Source: an optimization exercise on an open RTL-to-GDS flow (aim: small area, a short achievable clock period and few clock cycles). Production flows keep margins and buffers that such runs may drop.
Where RTL was checked, it was by simulation tests only, not by an equivalence proof against the original.
Power is estimated from default activity; no workload was simulated.

==> build 4 <==
==> flow/design.v (excerpt) <==
module lsu_top (
  input  logic        clk,
  input  logic        reset,
  input  logic        in_valid,
  output logic        in_ready,
  input  logic [2:0]  in_funct3,
  input  logic        in_mm_re,
  input  logic        in_mm_we,
  input  logic        in_atomic,
  input  logic [4:0]  in_funct5,
  input  logic [63:0] in_addr,
  input  logic [4:0]  in_rd_addr,
  input  logic [63:0] in_data,
  output logic        dbus_req,
  output logic        dbus_we,
  output logic [63:0] dbus_addr,
  output logic [7:0]  dbus_sel,
  output logic [63:0] dbus_wdata,
  input  logic        dbus_ack,
  input  logic [63:0] dbus_rdata,
  output logic        wb_valid,
  output logic        wb_we,
  output logic [4:0]  wb_rd_addr,
  output logic [63:0] wb_rd_data,
  output logic        misaligned
);
Settings: LEC_CHECK=0, CAP_MARGIN=20, CORE_MARGIN=2, CORE_UTILIZATION=40, SETUP_SLACK_MARGIN=4.2, SLEW_MARGIN=20; clock period 8.0 ns.
run.sh (not shown) runs the stock make flow with config.mk's settings and CLKGATE_MAP_FILE= SYNTH_SCRIPT=/design/flow/synth_recipe.tcl, a recipe that flattens the netlist after the stock synthesis.
==> build 51: changes against build 4 <==
==> flow/design.v (replaced) <==
package pipeline;
  localparam int XLEN = 64;
  typedef struct packed {
    logic [2:0]      funct3;
    logic            mm_re;
    logic            mm_we;
    logic            atomic;
    logic [4:0]      funct5;
    logic [XLEN-1:0] mm_addr;
    logic [4:0]      rd_addr;
    logic [XLEN-1:0] data;
  } memory_signals;
endpackage
module lsu #(
  parameter int XLEN = pipeline::XLEN
) (
  input  logic                  clk,
  input  logic                  reset,
  input  logic                  in_valid,
  output logic                  in_ready,
  input  pipeline::memory_signals signals_in,
  output logic                  dbus_req,
  output logic                  dbus_we,
  output logic [XLEN-1:0]       dbus_addr,
  output logic [XLEN/8-1:0]     dbus_sel,
  output logic [XLEN-1:0]       dbus_wdata,
  input  logic                  dbus_ack,
  input  logic [XLEN-1:0]       dbus_rdata,
  output logic                  wb_valid,
  output logic                  wb_we,
  output logic [4:0]            wb_rd_addr,
  output logic [XLEN-1:0]       wb_rd_data,
  output logic                  misaligned
);
  logic [2:0]  f3;
  logic [4:0]  f5;
  logic [63:0] addr, data;
  logic        amo_wr_q;
  logic [63:0] old_q, res_q;
  logic        resv_valid_q;
  logic [60:0] resv_tag_q;
  logic        is_mem, is_lr, is_sc, is_amo, is_store, is_load, mis, sc_ok, need_bus, accept;
  logic [2:0]  lane;
  logic [63:0] rshift, load_ext, rep;
  assign f3   = signals_in.funct3;
  assign f5   = signals_in.funct5;
  assign addr = signals_in.mm_addr;
  assign data = signals_in.data;
  assign lane = addr[2:0];
  always_comb begin
    is_mem   = signals_in.mm_re | signals_in.mm_we | signals_in.atomic;
    is_lr    = signals_in.atomic & ~signals_in.mm_we;
    is_sc    = signals_in.atomic & ~signals_in.mm_re;
    is_amo   = signals_in.atomic & signals_in.mm_re & signals_in.mm_we;
    is_store = signals_in.mm_we & ~signals_in.atomic;
    is_load  = signals_in.mm_re & ~signals_in.mm_we;
    case (f3[1:0])
      2'b01:   mis = lane[0];
      2'b10:   mis = |lane[1:0];
      2'b11:   mis = |lane[2:0];
      default: mis = 1'b0;
    endcase
    sc_ok    = resv_valid_q & (resv_tag_q == addr[63:3]);
    need_bus = in_valid & is_mem & ~mis & ~(is_sc & ~sc_ok);
    in_ready = ~need_bus | (dbus_ack & (~is_amo | amo_wr_q));
    accept   = in_valid & in_ready;
  end
  always_comb begin
    rshift = dbus_rdata >> {lane, 3'b000};
    case (f3[1:0])
      2'b00:   load_ext = {{56{~f3[2] & rshift[7]}}, rshift[7:0]};
      2'b01:   load_ext = {{48{~f3[2] & rshift[15]}}, rshift[15:0]};
      2'b10:   load_ext = {{32{~f3[2] & rshift[31]}}, rshift[31:0]};
      default: load_ext = rshift;
    endcase
  end
  always_comb begin
    case (f3[1:0])
      2'b00:   rep = {8{data[7:0]}};
      2'b01:   rep = {4{data[15:0]}};
      2'b10:   rep = {2{data[31:0]}};
      default: rep = data;
    endcase
  end
  logic        w_op, minmax, uns, mx, c32, c64, lt_lo, lt_hi, lt_d, pick_lo, pick_hi;
  logic [63:0] b, bx;
  logic [32:0] sum_lo;
  logic [32:0] sum_hi;
  logic [63:0] amo_res;
  always_comb begin
    w_op   = ~f3[0];
    minmax = f5[4];
    uns    = f5[3];
    mx     = f5[2];
    b      = w_op ? {data[31:0], data[31:0]} : data;
    bx     = minmax ? ~b : b;
    sum_lo = {1'b0, dbus_rdata[31:0]} + {1'b0, bx[31:0]} + 33'(minmax);
    c32    = sum_lo[32];
    sum_hi = {1'b0, dbus_rdata[63:32]} + {1'b0, bx[63:32]} + 33'(w_op ? minmax : c32);
    c64    = sum_hi[32];
    lt_lo  = (~uns & (dbus_rdata[31] ^ b[31])) ? dbus_rdata[31] : ~c32;
    lt_hi  = (~uns & (dbus_rdata[63] ^ b[63])) ? dbus_rdata[63] : ~c64;
    lt_d   = lt_hi;
    pick_lo = (w_op ? lt_lo : lt_d) ^ mx;    
    pick_hi = lt_hi ^ mx;
    if (minmax) begin
      amo_res = {pick_hi ? dbus_rdata[63:32] : b[63:32], pick_lo ? dbus_rdata[31:0] : b[31:0]};
    end else if (f5[0]) begin
      amo_res = b;
    end else begin
      case (f5[3:2])
        2'b00:   amo_res = {sum_hi[31:0], sum_lo[31:0]};
        2'b01:   amo_res = dbus_rdata ^ b;
        2'b11:   amo_res = dbus_rdata & b;
        default: amo_res = dbus_rdata | b;
      endcase
    end
  end
  always_comb begin
    dbus_req   = need_bus;
    dbus_we    = is_store | is_sc | (is_amo & amo_wr_q);
    dbus_addr  = {addr[63:3], 3'b000};
    case (f3[1:0])
      2'b00:   dbus_sel = 8'h01 << lane;
      2'b01:   dbus_sel = 8'h03 << lane;
      2'b10:   dbus_sel = 8'h0f << lane;
      default: dbus_sel = 8'hff;
    endcase
    dbus_wdata = amo_wr_q ? res_q : rep;
    wb_valid   = accept;
    wb_rd_addr = signals_in.rd_addr;
    misaligned = is_mem & mis;
    wb_we      = (signals_in.rd_addr != 5'd0) & ~(is_mem & mis) & ~is_store;
    wb_rd_data = ({64{~is_mem}} & data)
               | ({64{is_load & ~mis}} & load_ext)
               | ({64{is_amo & ~mis}} & old_q)
               | {63'd0, is_sc & ~mis & ~sc_ok};
  end
  always_ff @(posedge clk) begin
    if (reset) begin
      amo_wr_q     <= 1'b0;
      resv_valid_q <= 1'b0;
    end else begin
      if (need_bus & is_amo & dbus_ack) amo_wr_q <= ~amo_wr_q;
      if (accept & is_sc) resv_valid_q <= 1'b0;
      if (accept & is_lr & ~mis) resv_valid_q <= 1'b1;
    end
  end
  always_ff @(posedge clk) begin
    if (accept & is_lr & ~mis) resv_tag_q <= addr[63:3];
    if (~amo_wr_q) begin
      old_q <= load_ext;
      res_q <= amo_res;
    end
  end
endmodule
module lsu_top (
  input  logic        clk,
  input  logic        reset,
  input  logic        in_valid,
  output logic        in_ready,
  input  logic [2:0]  in_funct3,
  input  logic        in_mm_re,
  input  logic        in_mm_we,
  input  logic        in_atomic,
  input  logic [4:0]  in_funct5,
  input  logic [63:0] in_addr,
  input  logic [4:0]  in_rd_addr,
  input  logic [63:0] in_data,
  output logic        dbus_req,
  output logic        dbus_we,
  output logic [63:0] dbus_addr,
  output logic [7:0]  dbus_sel,
  output logic [63:0] dbus_wdata,
  input  logic        dbus_ack,
  input  logic [63:0] dbus_rdata,
  output logic        wb_valid,
  output logic        wb_we,
  output logic [4:0]  wb_rd_addr,
  output logic [63:0] wb_rd_data,
  output logic        misaligned
);
  pipeline::memory_signals sig;
  assign sig.funct3  = in_funct3;
  assign sig.mm_re   = in_mm_re;
  assign sig.mm_we   = in_mm_we;
  assign sig.atomic  = in_atomic;
  assign sig.funct5  = in_funct5;
  assign sig.mm_addr = in_addr;
  assign sig.rd_addr = in_rd_addr;
  assign sig.data    = in_data;
  lsu u_lsu (
    .clk(clk), .reset(reset), .in_valid(in_valid), .in_ready(in_ready),
    .signals_in(sig), .dbus_req(dbus_req), .dbus_we(dbus_we),
    .dbus_addr(dbus_addr), .dbus_sel(dbus_sel), .dbus_wdata(dbus_wdata),
    .dbus_ack(dbus_ack), .dbus_rdata(dbus_rdata), .wb_valid(wb_valid),
    .wb_we(wb_we), .wb_rd_addr(wb_rd_addr), .wb_rd_data(wb_rd_data),
    .misaligned(misaligned)
  );
endmodule
Settings changed: SETUP_SLACK_MARGIN 4.2 to 0.2.
==> summary.txt <==
Global route
  • M1 GR Usage: about 47%

Power and ir drop
  • Total design power: approximately 4.1 mW
  • Power dissipated in sequential cells: ~1.3 mW

Status
  • Result of the run: no timing/DRC/antenna violations

Worst setup path
  • Crit path max-delay cell type: sky130_fd_sc_hd__clkdlybuf4s50_1
  • Delay of the slowest critical-path stage: ~600 ps

Finish
  • Fraction of final layout cells with drive strength greater than 1: under 10%

Route
  • Detail Route met3 WL: between 10 and 15 mm
[end of results for build 51]
==> summary.txt <==
Finish
  • Fraction of final layout cells with drive strength greater than 1: a little under a third

Route
  • Detail Route met3 WL: about 13 mm

Power and ir drop
  • Power dissipated in sequential cells: 1.31 mW
  • Clock network power consumption: 1.31 mW

Status
  • Result of the run: no timing/DRC/antenna violations

Global route
  • M1 GR Usage: 51.0%
[end of results for build 4]
Testbench counts of build 51, summed over its fixed seeds: cycles 8,236.
For build 4, only the layout was checked, not whether the RTL still works.

[separate check: timing with driven ports]
The results above use ideal ports. As a check the final layouts listed here were re-extracted and re-timed, cells and wires unchanged.
Step 1 sets driving cells, clkbuf_16 on the clock port and buf_2 on the other inputs (assumed; they add their load-dependent delay and slew).
Step 2 times the ports against the registers' clock, not the clock port: input delays grow and output delays shrink by t, the midpoint of the rising clock arrivals with the driver on.
Three values: ideal, step 1, step 2; two values: the first two.
run	t (ns)	slack for setup (ns)	hold WS [ns]	latest minus earliest clock arrival (ns)
build 4	0.624	2.947 / 2.901 / 2.372	0.504 / 0.504 / 0.504	0.034 / 0.034
build 51	0.560	0.573 / 0.587 / 0.027	0.547 / 0.547 / 0.547	0.018 / 0.018
After both steps setup and hold are still met in every run listed. For build 4, which loses most, drivers alone change the setup slack by -0.046 ns; drivers and shift together by -0.575 ns.
